What follows belongs to an exercise in optimizing a design on an open flow for small area, a short achievable clock period and few clock cycles per item; a production flow would make more cautious choices.
The RTL was checked by simulation tests, not by an equivalence proof against the original design.
Power figures rest on the tool's default switching activity, not on a simulated workload.

## flow/design.v

```verilog
module snake_body_engine #(
   parameter int MAX_LEN  = 128,
   parameter int X_W      = 8,
   parameter int Y_W      = 7,
   parameter int GRID_W   = 160,
   parameter int GRID_H   = 120,
   parameter int INIT_LEN = 10,
   parameter int INIT_X   = 80,
   parameter int INIT_Y   = 60,
   localparam int LW      = $clog2(MAX_LEN + 1)
) (
   input  logic           clock,
   input  logic           resetn,
   input  logic           step,
   input  logic           dir_valid,
   input  logic [1:0]     dir_in,
   input  logic           grow_valid,
   input  logic [3:0]     grow_amt,
   input  logic [LW-1:0]  rd_idx,
   output logic [X_W-1:0] rd_x,
   output logic [Y_W-1:0] rd_y,
   output logic           rd_valid,
   output logic [X_W-1:0] head_x,
   output logic [Y_W-1:0] head_y,
   output logic [LW-1:0]  length,
   output logic           busy,
   output logic           step_done,
   output logic           endgame
);
   localparam int IW = $clog2(MAX_LEN);
   localparam logic [X_W-1:0] XM = X_W'(GRID_W - 1);
   localparam logic [Y_W-1:0] YM = Y_W'(GRID_H - 1);
   localparam int NC = (MAX_LEN - 1) / 2;   
   logic [X_W-1:0] seg_x [MAX_LEN];
   logic [Y_W-1:0] seg_y [MAX_LEN];
   logic [1:0] dir, dir_pend;
   logic [7:0] pending, sat;
   logic [8:0] sum;
   logic [X_W-1:0] nx, hx_n;       
   logic [Y_W-1:0] ny, hy_n;
   logic [1:0] dp_n;
   logic off, full, grows, hit, dead, acc, move, eq;
   logic [NC-1:0] cmp;
   assign head_x = seg_x[0];
   assign head_y = seg_y[0];
   assign busy = 1'b0;
   assign endgame = dead;
   always_comb begin
      sum = {1'b0, pending} + {5'b0, grow_valid ? grow_amt : 4'd0};
      sat = sum[8] ? 8'hff : sum[7:0];
      full = length == LW'(MAX_LEN);
      grows = !full && sat != 8'd0;
      cmp[0] = dir_pend == ~dir;
      for (int c = 1; c < NC; c++) begin
         eq = 1'b1;
         for (int b = 0; b < X_W; b++)
            if ((1 << b) < 2*c+3 && seg_x[2*c+1][b] != nx[b]) eq = 1'b0;
         for (int b = 1; b < Y_W; b++)
            if ((1 << b) < 2*c+3 && seg_y[2*c+1][b] != ny[b]) eq = 1'b0;
         cmp[c] = eq && (length > LW'(2*c+2) || (grows && length == LW'(2*c+2)));
      end
      hit = |cmp;
      acc = step && !dead;
      move = acc && !off;
      hx_n = move ? nx : seg_x[0];
      hy_n = move ? ny : seg_y[0];
      dp_n = !dead && dir_valid && dir_in != ~dir ? dir_in : dir_pend;
      rd_valid = rd_idx < length;
      rd_x = seg_x[rd_idx[IW-1:0]];
      rd_y = seg_y[rd_idx[IW-1:0]];
   end
   always_ff @(posedge clock) begin
      if (!resetn || move) begin
         seg_x[0] <= !resetn ? X_W'(INIT_X) : nx;
         seg_y[0] <= !resetn ? Y_W'(INIT_Y) : ny;
         for (int i = 1; i < MAX_LEN; i++) begin
            seg_x[i] <= !resetn && i < INIT_LEN ? X_W'(INIT_X - i) : seg_x[i-1];
            seg_y[i] <= !resetn && i < INIT_LEN ? Y_W'(INIT_Y) : seg_y[i-1];
         end
      end
   end
   always_ff @(posedge clock) begin
      if (!resetn) begin
         dir <= 2'b01;
         dir_pend <= 2'b01;
         nx <= X_W'(INIT_X + 1);
         ny <= Y_W'(INIT_Y);
         off <= 1'b0;
         length <= LW'(INIT_LEN);
         pending <= '0;
         step_done <= 1'b0;
         dead <= 1'b0;
      end else begin
         step_done <= move && !hit;
         if (!dead) begin
            nx <= dp_n == 2'b01 ? hx_n + X_W'(1) : dp_n == 2'b10 ? hx_n - X_W'(1) : hx_n;
            ny <= dp_n == 2'b11 ? hy_n + Y_W'(1) : dp_n == 2'b00 ? hy_n - Y_W'(1) : hy_n;
            off <= (dp_n == 2'b00 && hy_n == '0) || (dp_n == 2'b01 && hx_n == XM) ||
                   (dp_n == 2'b10 && hx_n == '0) || (dp_n == 2'b11 && hy_n == YM);
         end
         if (!dead) begin
            dir_pend <= dp_n;
            pending <= sat;
         end
         if (acc) begin
            dir <= dir_pend;
            if (off) dead <= 1'b1;
            else begin
               length <= length + (grows ? LW'(1) : '0);
               pending <= full ? '0 : grows ? sat - 8'd1 : sat;
               if (hit) dead <= 1'b1;
            end
         end
      end
   end
endmodule
```

## flow/flow/run.sh

```bash
#!/bin/bash
set -e
W=$PWD
cat > $W/flow_synth.tcl <<T
proc abc {args} {
  set i [lsearch -exact \$args -script]
  if {\$i >= 0} { set args [lreplace \$args \$i [expr {\$i + 1}] -script $W/flow/abc_map.script] }
  yosys abc {*}\$args
}
source $W/synth_recipe.tcl
T
export CTS_ARGS="-sink_clustering_enable -repair_clock_nets -dont_use_dummy_load -sink_clustering_size 25 -sink_clustering_max_diameter 60"
bash standard.sh SYNTH_SCRIPT=$W/flow_synth.tcl MATCH_CELL_FOOTPRINT=0 finish > standard.log 2>&1
```

## flow/flow/abc_map.script

```
strash
&get -n
&fraig -x
&put
scorr
dc2
dretime
strash
&get -n
&dch -f
&nf
&put
```

## flow/standard.sh

```bash
#!/bin/bash
# synth_recipe.tcl (not shown) runs the flow's synth.tcl, then flattens the netlist and writes it again
# the make line also repeats each setting of config.mk as NAME=value (left out here)
make -C /OpenROAD-flow-scripts/flow DESIGN_CONFIG=/design/flow/config.mk WORK_HOME=/design/flow/orfs CLKGATE_MAP_FILE= SYNTH_SCRIPT=/design/flow/synth_recipe.tcl "${@:-finish}"
```

## flow/config.mk

```make
export PLATFORM = sky130hd
export DESIGN_NAME = snake_body_engine
export DESIGN_NICKNAME = snake_body_engine
export VERILOG_FILES = /design/flow/design.v
export SDC_FILE = /design/flow/constraint.sdc
export NUM_CORES = 4
export LEC_CHECK = 0
export ABC_AREA = 1
export CAP_MARGIN = 40
export CORE_MARGIN = 2
export CORE_UTILIZATION = 45
export SETUP_SLACK_MARGIN = 3
export SLEW_MARGIN = 40
```

## flow/constraint.sdc

```tcl
create_clock -name core_clock -period 10.0 [get_ports {clock}]
set_input_delay 2.0000 -clock core_clock [delete_from_list [all_inputs] [get_ports {clock}]]
set_output_delay 2.0000 -clock core_clock [all_outputs]
set_load 0.01 [all_outputs]
```

==> run notes <==
-- repair_timing --
| action | 4_1_cts | 5_1_grt |
|---|---|---|
| gates resized for setup | 351 | 80 |
| pin swaps | 103 | 94 |
| setup endpoints to repair | 18 | 17 |
| buffers inserted | 128 | 66 |
| gates cloned | 0 | 1 |
-- cell type report --
| cell class | count | area [µm²] |
|---|---|---|
| antenna | 33 | 82.6 |
| clock buffer | 145 | 3630 |
| fill | 14345 | 80500 |
| inverter | 122 | 462 |
| multi-input combinational | 2793 | 21700 |
| sequential | 1958 | 58500 |
| tap | 2325 | 2910 |
| timing repair buffer | 720 | 6470 |
-- through the flow --
step | total power [µW] | hold WS (ns) | instance area [µm²]
finish | 26800 | 0.408 | 93700
global route | 27000 | 0.395 | 93600
CTS | 26100 | 0.396 | 92500
detailed placement | 20700 | 0.433 | 86600
global placement | 20600 | 0.427 | 86000
floorplan | 18200 | 0.422 | 79100
-- power breakdown --
part | switching [µW] | internal [µW]
logic | 3660 | 1640
clock network | 2800 | 2560
registers | 3430 | 12700
total | 9890 | 16900
-- kinds of logic after synthesis --
logic type | synth area share
flops | 0.739
compound gates | 0.130
simple gates | 0.0706
other cells | 0.0000474
xor+xnor | 0.0483
fa+ha+maj | 0.00342
buf+inv | 0.00589
mux | 0.00253
-- worst register-to-register path: cells and delay by family, from the launching register on --
kind            cells  cell delay [ns]
buf+inv             3             0.50
simple gates        6             1.75
fa+ha+maj           3             0.80
flops               1             0.32
compound gates      7             2.04
-- state kept, by name, summed over array words and instances, names as in the netlist --
register / flops
pending: 8
nx: 8
dir_pend: 2
seg_y: 896
dir: 2
step_done: 1
off: 1
length: 8
ny: 7
dead: 1
seg_x: 1024
-- layer usage --
layer	vias to the layer above	share of wire
met4	42	0.079
li1	22621	-
met3	1236	0.17
met1	31697	0.35
met5	-	0.0027
met2	6285	0.40
-- worst max path at each step --
stage | to | slack [ns] | startpoint | cells after the start
floorplan | length[0] | -23.65 | step | 3
global placement | rd_y[3] | -0.62 | rd_idx[4] | 12
detailed placement | rd_x[1] | 0.58 | rd_idx[6] | 12
CTS | rd_x[3] | 2.65 | rd_idx[0] | 14
global route | rd_y[4] | 2.59 | rd_idx[2] | 17
finish | rd_y[5] | 2.52 | rd_idx[5] | 11
-- cells in the final DEF, fill, tap and decap left out, types with 131 or more instances in the layout --
cell and count:
a22oi_1 204, nor2_1 134, a222oi_1 421, edfxtp_1 1920
buf_4 490, xnor2_1 174, nand4_1 172, xor2_1 259
clkbuf_16 149, a221oi_1 131, nand2_1 187
==> impl_metrics.py <==
metrics = {
    "worst_setup_path": {
        "crit_path_max_incr_delay_ns": 0.74,
        "critPathKind": "in2out",
        "cpMaxStageDelayCell": "or4_4",
        "cp.arrival_ns": 5.48,
        "end_kind": "output pin",
        "cp_top_family": "simple AND/OR/NAND/NOR gates",
        "timing.rr.start": "pending[0]",
        "r2r-end": "dead",
        "r2r_cells": 19,
        "crit_path_max_fanout": 14,
        "regToRegSetupSlack_ns": 4.48,
        "cp-start-kind": "primary input",
        "crit_chain": "buf_12 -> nand3_2 -> nor2_2 -> buf_4 -> a222oi_1 -> nand3_2 -> or4_4 -> nor4_4 -> buf_4 -> nand4_1 -> clkbuf_2",
        "crit_buf_inv": 4,
        "required_ns": 8.00,
    },
    "timing": {
        "period_minus_slack_ns": 7.48,
        "setup-tns-final_ns": 0,
        "setup_viol": 0,
        "hold_viol_final": 0,
        "slew_violations": 0,
        "clock.fmax_mhz": 134,
        "period_share": 0.748,
        "slew_headroom": 0.257,
        "fin_ws_ns": 2.52,
        "fin_skew_ns": 0.0731,
        "rsz0062_at_grt": "yes",
        "worst_pin_slew_ns": 1.10,
    },
    "clocking": {
        "cts_buffers": 145,
        "cts_hold_buf": 0,
        "h-tree-depth": 4,
        "cts_tree": "yes",
        "clkTransAtPathRegs_ns": 0.08,
        "clock_sinks": 1958,
        "cts_max_path_buffers": 3,
        "clockRootBuffer": "clkbuf_16",
        "clkLatencyLatePin_ns": 0.87,
    },
    "floorplanning": {
        "rows": 153,
        "die_area_um2": 179000,
        "die_w_um": 423,
        "chipHeight_um": 423,
        "start_util": 0.454,
        "io_pins": 61,
        "core_area_um2": 174000,
    },
    "logic_synthesis": {
        "netlist_area_um2": 79100,
        "syn_inst": 4874,
        "ys_seq_area_frac": 0.739,
        "syn_area_per_cell_um2": 16.2,
        "ys_warn_count": 3,
        "synth.top_cell.area_share": 0.729,
        "ys_async_sr_fraction": 0,
        "synth_edf_count": 1920,
        "ys_types": 65,
        "synth_seq_cells": 1958,
        "synthFlopType": "edfxtp_1",
        "synth_top_area_cell": "edfxtp_1",
        "synth_common_cells": "edfxtp_1 (1920), a222oi_1 (421), xor2_1 (259), a22oi_1 (207), nor2_1 (205)",
        "synth.area.top_cells": "edfxtp_1 (73%), a222oi_1 (5.3%), xor2_1 (2.9%)",
        "syn-num-nets": 4914,
        "yosysMostFrequentCell": "edfxtp_1",
    },
    "final_layout": {
        "finish.net_count": 5780,
        "final_cells": 8096,
        "fin_util": 0.538,
        "area_delta_synth_final_pct": 18.5,
        "drive_gt1_frac": 0.184,
    },
    "global_routing": {
        "grt_max_degree": 163,
        "grt_use_total": 0.465,
        "busiest_layer": "met2",
        "overflow": 0,
        "grt_pass1_wl_um": 545000,
        "grtUsageMet2": 0.630,
        "antenna_found_initial": 50,
        "use_met1": 0.593,
        "grt_pass1_vias": 54681,
        "met3_usage": 0.227,
    },
    "power_and_ir_drop": {
        "leakage_uw": 0.0316,
        "ir_drop_uv": 150,
        "power_density_nw_per_um2": 286,
    },
    "place": {
        "gp_congestion": 1.12,
        "port_buffers": 59,
        "post-place-ws_ns": 0.577,
        "dp_cells": 7709,
        "place_hpwl_um": 318000,
    },
    "drt": {
        "ant_nets": 0,
        "drcViolationCount": 0,
        "vias": 61881,
        "viasPerCell": 7.64,
        "detail_route.wirelength_um": 426000,
        "firstDrtPassIters": 14,
        "routedWlPerCell_um": 52.6,
        "drt-initial-drc-count": 15231,
    },
    "min_path": {
        "holdCritPathClass": "reg2reg",
        "holdPathEnd": "seg_y[101][5]",
        "min_path_cells": 0,
        "hold_path_startpoint": "seg_y[100][5]",
    },
    "flow_run": {
        "cap_viol_max_count": 0,
    },
    "outcome": {
        "outcome": "no timing/DRC/antenna violations",
    },
}
Testbench counts, summed over its fixed seeds: cycles 3,212, steps 3,200.

[port drivers added, routing unchanged]
How much do the figures lean on ideal ports? The routed layout below was timed once more, with nothing changed but the port constraints.
Step 1 sets driving cells, clkbuf_16 on the clock port and buf_2 on the other inputs (assumed; they add their load-dependent delay and slew).
Step 2 moves the port delays by t, midway between the first and last clock arrival at a register: inputs arrive t later, outputs are due t later. That takes back most of the time a late clock gives input paths.
Slacks: ideal / step 1 / step 2; pairs: ideal / step 1.
t (ns): 0.926
slack for setup (ns): 2.519 / 2.465 / 2.204
worst setup path after step 2: input to register
worst slew at a driven data input, ns: 0.07
After both steps this run still meets setup and hold. For this run, drivers alone change the setup slack by -0.054 ns; drivers and shift together by -0.315 ns.
